This design comes from an exercise in tuning for small area, a short achievable clock period and few clock cycles on the open sky130 flow, not from production work.
Where RTL was checked, it was by simulation tests only, not by an equivalence proof against the original.

## mm_sys_top
module mm_sys_top (
  input  wire                          arm_clk,
  input  wire                          rst,
  input  wire                          job_valid,
  input  wire [3:0]                    job_m,
  input  wire [3:0]                    job_n,
  input  wire [3:0]                    job_p,
  input  wire                          data_valid,
  input  wire [31:0]                   data_word,
  output logic                         result_valid,
  output logic [31:0]                  result_data,
  output logic                         busy,
  output logic                         done
);
  localparam logic [1:0] PH_F = 2'd0;   
  localparam logic [1:0] PH_W = 2'd1;   
  localparam logic [1:0] PH_O = 2'd2;   
  localparam logic [1:0] PH_E = 2'd3;   
  logic [1:0] phase;
  logic [2:0] mm1, nm1, pm1;   
  logic [2:0] k;
  logic       g;
  logic [7:0] fi, fj;          
  logic       op_last;         
  logic       v1, last1;
  logic       wload;           
  logic [7:0][7:0][7:0] fr;   
  logic [7:0][7:0][7:0] wc;   
  wire accept  = job_valid & ~busy;
  wire f_two   = mm1[2];    
  wire w_two   = pm1[2];    
  wire in_f    = busy & (phase == PH_F);
  wire ld_f    = in_f & data_valid;
  wire ld_w    = busy & wload & data_valid;
  wire f_end   = (g == f_two) & (k == nm1);
  wire w_end   = (g == w_two) & (k == nm1);
  wire w_start = ld_w & (k == nm1) & ~g;
  wire stall   = wload & fj[4];
  wire issue   = busy & (phase == PH_O) & ~stall;
  wire advance = issue | w_start;   
  wire wrap_j  = |(fj & (8'b1 << pm1));
  always_ff @(posedge arm_clk or posedge rst) begin
    if (rst) begin
      busy         <= 1'b0;
      done         <= 1'b0;
      phase        <= PH_F;
      wload        <= 1'b0;
      v1           <= 1'b0;
      last1        <= 1'b0;
      result_valid <= 1'b0;
    end else begin
      v1           <= issue;
      last1        <= issue & op_last;
  ...
Size: roughly 3,900 cells after synthesis, ~1,300 flip-flops, ~83 I/O pins.
Settings: LEC_CHECK=0, ABC_CLOCK_PERIOD_IN_PS=3000, CAP_MARGIN=20, CELL_PAD_IN_SITES_DETAIL_PLACEMENT=1, CORE_MARGIN=2, CORE_UTILIZATION=60, CTS_CLUSTER_DIAMETER=80, CTS_CLUSTER_SIZE=20, PLACE_DENSITY=0.7, SLEW_MARGIN=20, SYNTH_MEMORY_MAX_BITS=16384, SETUP_SLACK_MARGIN=6.3; clock period 10.0 ns.
standard.sh (not shown) runs the stock make flow with config.mk's settings and CLKGATE_MAP_FILE= SYNTH_SCRIPT=/design/flow/synth_recipe.tcl, a recipe that flattens the netlist after the stock synthesis.
==> flow/flow/run.sh <==
#!/bin/bash
set -e
echo "export SETUP_SLACK_MARGIN = 6.3" >> config.mk
bash standard.sh > standard.log 2>&1
Testbench counts at the start, summed over its fixed seeds: cycles 5,136.
Rerun with:
CTS_CLUSTER_DIAMETER = default   (was 80)
CTS_CLUSTER_SIZE = default   (was 20)
Worst setup slack is worse by 0.27 ns.
Routed wire length rose by about a fifth.
Critical path depth stays the same.
Utilization rose by 1.9 points.

========
Another version of the RTL of mm_sys_top (not shown whole).
For scale: roughly 1300 flip-flops, roughly 83 I/O pins.
Settings: LEC_CHECK=0, ABC_CLOCK_PERIOD_IN_PS=3000, CAP_MARGIN=20, CELL_PAD_IN_SITES_DETAIL_PLACEMENT=1, CORE_MARGIN=2, CORE_UTILIZATION=30, CTS_CLUSTER_DIAMETER=180, CTS_CLUSTER_SIZE=25, PLACE_DENSITY=0.4, SLEW_MARGIN=20, SYNTH_MEMORY_MAX_BITS=16384, SETUP_SLACK_MARGIN=6.3; clock period 10.0 ns.
Scripts as last shown in full above: flow/flow/run.sh
Edit:
- CTS_CLUSTER_DIAMETER: 180 -> 150
- CTS_CLUSTER_SIZE: 25 -> 20
Worst setup slack improves by 0.0034 ns. Count of clock-buffer cells in the layout goes up by 23. Utilization is higher by 0.16 points. Critical path depth does not change. Non-clock buffer count decreases by 21. Design area increases by 0.49%. Wire length goes up by 0.33%. Area after synthesis does not change.
No run of this note included a check of the RTL's function; only the layout flow was run.

========
run A:
RTL: one of the versions met above, not the one the previous note started from.
Size: roughly 3,900 cells after synthesis, about 1,300 flip-flops, roughly 83 I/O pins, about 59,000 sq um of cells after synthesis.
Settings: LEC_CHECK=0, ABC_CLOCK_PERIOD_IN_PS=3000, CAP_MARGIN=20, CELL_PAD_IN_SITES_DETAIL_PLACEMENT=1, CORE_MARGIN=2, CORE_UTILIZATION=30, CTS_CLUSTER_SIZE=30, PLACE_DENSITY=0.4, SLEW_MARGIN=20, SYNTH_MEMORY_MAX_BITS=16384, SETUP_SLACK_MARGIN=6.3; clock period 10.0 ns.
Scripts as last shown in full above: flow/flow/run.sh
Testbench counts of run A, summed over its fixed seeds: cycles 5,136.
The inputs of run B differ from those of run A as listed below.
Settings: setting CTS_BUF_LIST to sky130_fd_sc_hd__clkbuf_8 for the first time; removing CTS_CLUSTER_SIZE (formerly 30).
[summary]
Run A has a higher area growth from synthesis to layout than run B. Delta (run B minus run A): number of standard cells in the layout, taps in and fillers out rose by 2.0%; first-iteration DRC count fell by 214; non-clock buffer count fell by 11.
> inputs changed (run B -> run C)
Settings: clearing CTS_BUF_LIST, which used to be sky130_fd_sc_hd__clkbuf_8; putting CTS_CLUSTER_SIZE at 20 where nothing was set; putting CTS_CLUSTER_DIAMETER at 150 where nothing was set.
--- outcome ---
- NOTE: clock latency on the worst-skew pair in run C falls short of that of run B
- Going from run B to run C, final instance area decreased by about 2.6% relative to the old numbers; sequential share of layout area increased by 1.5 points relative to the old numbers; number of clock-tree buffers in the layout decreased by 52% relative to the old numbers; amount of wire on met2 after detailed routing decreased by about 1.1% relative to the old numbers.
- Compared with run B, total wire length after detailed routing in run C decreased slightly.
- Non-clock buffer count went up slightly going from run B to run C.
- Diff run B..run C | total DRC errors in the routed layout | unchanged

========
main:
Another version of the RTL of mm_sys_top (not shown whole).
Size in the first run: ~3900 cells after synthesis, about 1300 flip-flops, roughly 83 I/O pins, ~60000 µm² of cells after synthesis.
Settings: LEC_CHECK=0, ABC_CLOCK_PERIOD_IN_PS=3000, CAP_MARGIN=20, CELL_PAD_IN_SITES_DETAIL_PLACEMENT=1, CORE_MARGIN=2, CORE_UTILIZATION=30, PLACE_DENSITY=0.4, SETUP_SLACK_MARGIN=5, SLEW_MARGIN=20, SYNTH_MEMORY_MAX_BITS=16384; clock period 10.0 ns.
run.sh (not shown) runs the stock make flow with config.mk's settings and CLKGATE_MAP_FILE= SYNTH_SCRIPT=/design/flow/synth_recipe.tcl, a recipe that flattens the netlist after the stock synthesis.
Stock flow here: none of the scripts above is used.
main completed; timing, DRC and antenna clean
[inputs] the feature branch vs main
Settings: swapping 5 for 6.3 in SETUP_SLACK_MARGIN.
==> flow/flow/run.sh (new file) <==
#!/bin/bash
set -e
echo "export SETUP_SLACK_MARGIN = 6.3" >> config.mk
bash standard.sh > standard.log 2>&1
==> flow/standard.sh (new file) <==
#!/bin/bash
# synth_recipe.tcl (not shown) runs the flow's synth.tcl, then flattens the netlist and writes it again
# the make line also repeats each setting of config.mk as NAME=value (left out here)
make -C /OpenROAD-flow-scripts/flow DESIGN_CONFIG=/design/flow/config.mk WORK_HOME=/design/flow/orfs CLKGATE_MAP_FILE= SYNTH_SCRIPT=/design/flow/synth_recipe.tcl "${@:-finish}"
removed: flow/run.sh
Notes after the runs:
On via count, the feature branch does worse than main.
Lower sequential share of layout area was reported by the feature branch, not main.
The relative area change from synthesis to final layout in the feature branch was higher than what main gave.
Run comparison: main end point of the critical path result_data[18]; the feature branch end point of the critical path result_data[17]
The run showing the greater number of fillers in the final layout is main.
Side by side, global-route usage turned out higher in the feature branch than in main.
No run of this note included a check of the RTL's function; only the layout flow was run.

-- separate check: timing with driven ports --
The results above use ideal ports. As a check the final layouts listed here were re-extracted and re-timed, cells and wires unchanged.
Step 1 assumes that a clkbuf_16 drives the clock port and a buf_2 every other input.
Step 2 also shifts input and output timing later by t, the mid clock arrival at the registers, as if the neighbouring blocks saw the same clock.
a / b / c = no drivers / after step 1 / after step 2; a / b = the first two.
run | shift t [ns] | slack for setup (ns) | worst setup path at the end | cell pins on the clock port's net
the first run of note 1 | 0.767 | 6.188 / 6.188 / 5.546 | input to register | 1
the second run of note 1 | 0.850 | 5.921 / 5.921 / 5.413 | input to register | 1
the first run of note 2 | 0.794 | 6.177 / 6.177 / 5.597 | input to register | 1
the second run of note 2 | 0.776 | 6.180 / 6.180 / 5.616 | input to register | 1
run A | 0.841 | 6.352 / 6.315 / 5.607 | input to register | 1
run B | 1.010 | 6.299 / 6.299 / 5.441 | input to register | 1
run C | 0.790 | 6.353 / 6.313 / 5.669 | input to register | 1
main | 0.867 | 5.482 / 5.482 / 4.833 | input to register | 1
the feature branch | 0.877 | 6.028 / 6.028 / 5.553 | input to register | 1
After both steps every run listed still meets setup and hold. For run B, which loses most, drivers alone change the setup slack by 0.000 ns; drivers and shift together by -0.858 ns.
